Context: an optimization exercise on an open-source flow, tuned for small area and a short achievable clock period. The choices shown serve that exercise and are no tape-out recipe.
RTL that was checked went through simulation tests only; none was proved equivalent to the original.
The flow treats the clock pin as an ideal source, which a real chip does not have.

## P
## adc_mul
module adc_mul (
    input  logic        clk_i,
    input  logic        rst_i,
    input  logic [11:0] x_i,
    input  logic [9:0]  y_i,
    input  logic [9:0]  z_i,
    output logic [11:0] fp_o             
);
export LEC_CHECK = 0
export ABC_AREA = 1
export CAP_MARGIN = 20
export CORE_MARGIN = 2
export CORE_UTILIZATION = 70
export CTS_BUF_LIST = sky130_fd_sc_hd__clkbuf_8
export SLEW_MARGIN = 50
export SYNTH_HIERARCHICAL = 1
export SYNTH_MINIMUM_KEEP_SIZE = 0
create_clock -name core_clock -period 110.0 [get_ports {clk_i}]
standard.sh (not shown) runs the stock make flow with config.mk's settings and CLKGATE_MAP_FILE= SYNTH_SCRIPT=/design/flow/synth_recipe.tcl, a recipe that flattens the netlist after the stock synthesis.
==> flow/flow/run.sh <==
#!/bin/bash
# The standard layout with these changes:
#  - the smallest buffer on the ports instead of a delay buffer;
#  - a clock tree of small leaf buffers under a strong root buffer, without
#    dummy loads; leaves that drive many flip-flops are upsized after CTS
#    (flow/post_cts.tcl);
#  - half adder cells and the stronger sizes of logic cells left out, so that
#    synthesis maps half adders to gates (the design's half adders mostly need
#    inverted inputs or outputs) and uses the smallest cells; every path has
#    plenty of time at the design's period;
#  - an area-oriented ABC script (amap) for the gate mapping (flow/abc_area.script,
#    used with ABC_AREA 1): ORFS's scripts are copied into the work folder
#    and that one file replaced.
set -euo pipefail
export BUFFER_PORTS_ARGS="-buffer_cell sky130_fd_sc_hd__buf_1"
export CTS_ARGS="-sink_clustering_enable -repair_clock_nets -root_buf sky130_fd_sc_hd__clkbuf_16 -buf_list sky130_fd_sc_hd__clkbuf_4 -dont_use_dummy_load"
export POST_CTS_TCL="$PWD/flow/post_cts.tcl"
# The platform's own don't-use list, plus the half adders
plat_du=$(sed -n '/^export DONT_USE_CELLS += \\/,/^#/p' "$FLOW_HOME/platforms/$FLOW_PLATFORM/config.mk" \
          | grep -v '^#' | grep -v 'export' | tr -d '\\' | tr -s ' \n' ' ')
# Logic cells of drive 2 and up; buffers, inverters and flip-flops keep theirs
lib="$FLOW_HOME/platforms/$FLOW_PLATFORM/lib/sky130_fd_sc_hd__tt_025C_1v80.lib"
big=$(grep -oE 'cell *\( *"?sky130_fd_sc_hd__[a-z0-9_]+_(2|4|6|8|12|16)"? *\)' "$lib" | grep -oE 'sky130_fd_sc_hd__[a-z0-9_]+' \
      | grep -vE 'clkbuf|buf_|clkinv|inv_|dfrtp|dfxtp|dlygate|clkdly|fill|decap|tap|conb|diode|einv|ebuf|probe|lpflow|bufbuf|bufinv|clkinvlp' | tr '\n' ' ')
du="$plat_du sky130_fd_sc_hd__ha_1 $big"
echo "DONT_USE_CELLS=$du" > dont_use.log
rm -rf scripts_local
cp -r "$FLOW_HOME/scripts" scripts_local
cp flow/abc_area.script scripts_local/abc_area.script
bash standard.sh "DONT_USE_CELLS=$du" "SCRIPTS_DIR=$PWD/scripts_local" finish > standard.log 2>&1
Other scripts of this flow, unchanged in this note and not shown: flow/flow/abc_area.script, flow/flow/post_cts.tcl
P finished all stages; the layout is clean.
## Diff of input files: Q against P
-- flow/design.v --
<<< P, line 83
    logic [9:0] ymod_a [0:YK-1];         
    for (genvar k = 0; k < YK; k++) begin : g_ymod_a
        logic [k:0] t;
        logic [k:0] diff;
        if (k == 0) begin : g_first
            assign t = y_q[9];
        end else begin : g_next
            assign t = {ymod_a[k-1][k-1:0], y_q[9-k]};
        end
        logic fits;
        for (genvar i = 0; i <= k; i++) begin : g_bit
            logic c;                     
            if (i == 0) begin : g_first
                assign diff[0] = ~(t[0] ^ zon[0]);
                assign c       = t[0] | zon[0];
            end else if (k < YF) begin : g_fa
                adc_fa i_fa (.a_i(t[i]), .b_i(zon[i]), .c_i(g_bit[i-1].c), .s_o(diff[i]), .c_o(c));
            end else begin : g_fast
                assign c       = (t[i] & zon[i]) | (g_bit[i-1].c & (t[i] | zon[i]));
                assign diff[i] = t[i] ^ (fits & (zon[i] ^ g_bit[i-1].c));
            end
        end
        assign fits = g_bit[k].c && (z_odd[9:k+1] == '0);
        if (k < YF) begin : g_sel
            assign ymod_a[k] = {{(9-k){1'b0}}, fits ? diff : t};
        end else begin : g_flip
            assign ymod_a[k] = {{(9-k){1'b0}}, diff[k:1], fits ? diff[0] : t[0]};
>>> Q, line 83
    logic [9:0] ymod_a [0:YK-1];         
    for (genvar k = 0; k < YK; k++) begin : g_ymod_a
        localparam bit P = (k < YF) && ((YF - k) % 2 == 1);
        logic [k:0] t;                   
        logic [k:0] zz;                  
        logic [k:0] diff;
        logic       fits;
        if (k == 0) begin : g_first
            assign t = P ? ~y_q[9] : y_q[9];
        end else begin : g_next
            assign t = {ymod_a[k-1][k-1:0], P ? ~y_q[9-k] : y_q[9-k]};
        end
        assign zz = P ? z_odd[k:0] : zon[k:0];
        for (genvar i = 0; i <= k; i++) begin : g_bit
            logic c;                     
            if (i == 0) begin : g_first
                if (P) begin : g_inv
                    assign diff[0] = t[0] ^ zz[0];
                    assign c       = t[0] & zz[0];
                end else begin : g_true
                    assign diff[0] = ~(t[0] ^ zz[0]);
                    assign c       = t[0] | zz[0];
                end
            end else if (k < YF) begin : g_fa
                adc_fa i_fa (.a_i(t[i]), .b_i(zz[i]), .c_i(g_bit[i-1].c), .s_o(diff[i]), .c_o(c));
            end else begin : g_fast
                assign c       = (t[i] & zz[i]) | (g_bit[i-1].c & (t[i] | zz[i]));
                assign diff[i] = t[i] ^ (fits & (zz[i] ^ g_bit[i-1].c));
            end
        end
        assign fits = (P ? ~g_bit[k].c : g_bit[k].c) && (z_odd[9:k+1] == '0);
        if (k < YF) begin : g_sel
            assign ymod_a[k] = {{(9-k){1'b0}}, ~(fits ? diff : t)};
        end else begin : g_flip
            assign ymod_a[k] = {{(9-k){1'b0}}, diff[k:1], fits ? diff[0] : t[0]};
<<< P, line 208
        d_b_q    <= d_a_q;
    end
    logic [9:0]  rem_c [0:KC-1];         
    logic [11:0] lq_c  [0:KC-1];         
    assign rem_c[0] = rem_b_q;
    assign lq_c[0]  = lq_b_q;
>>> Q, line 216
        d_b_q    <= d_a_q;
    end
    logic [9:0]  rem_c [0:KC-1];           
    logic [11:0] lq_c  [0:KC-1];           
    assign rem_c[0] = rem_b_q;
    assign lq_c[0]  = lq_b_q;
==> summary.txt <==
P did not stop at any stage, and its layout met the timing, DRC and antenna checks. Every stage of the flow completed for Q, and the final layout passed the timing, DRC and antenna checks. Q has met2 layer wire length in the routed design below what P had. Per the comparison of Q with P, number of global-route vias before repair flat, hold slack up 0.0092 ns, number of standard cells after synthesis down 7, final standard cell area without fillers flat. Looking at global-route usage, Q sits below P. Between P and Q, the width of the die does not differ in any meaningful way. Between P and Q, the worst endpoint data arrival time does not differ in any meaningful way. Q against P; total number of vias is down slightly. Number of multi-input logic gates, P and Q: smaller value in Q. Die height: P vs Q, no meaningful difference.
Only the layout flow was run in Q; the RTL was not checked for function there.

## what the ideal ports hide
The results above use ideal ports. As a check the final layouts listed here were re-extracted and re-timed, cells and wires unchanged.
Step 1, drivers: a clkbuf_16 drives clk_i and a buf_2 each remaining input, both assumed.
Step 2 moves the port delays by t, midway between the first and last clock arrival at a register: inputs arrive t later, outputs are due t later. That takes back most of the time a late clock gives input paths.
Three values: no drivers, after step 1, after step 2; two values: the first two.
run	t, ns	setup WS [ns]	worst data-port slew with drivers (ns)	pins driven straight from the clock port
P	0.399	87.164 / 87.117 / 87.516	0.04	1
Q	0.397	87.152 / 87.108 / 87.505	0.04	1
After both steps setup and hold are still met in every run listed.
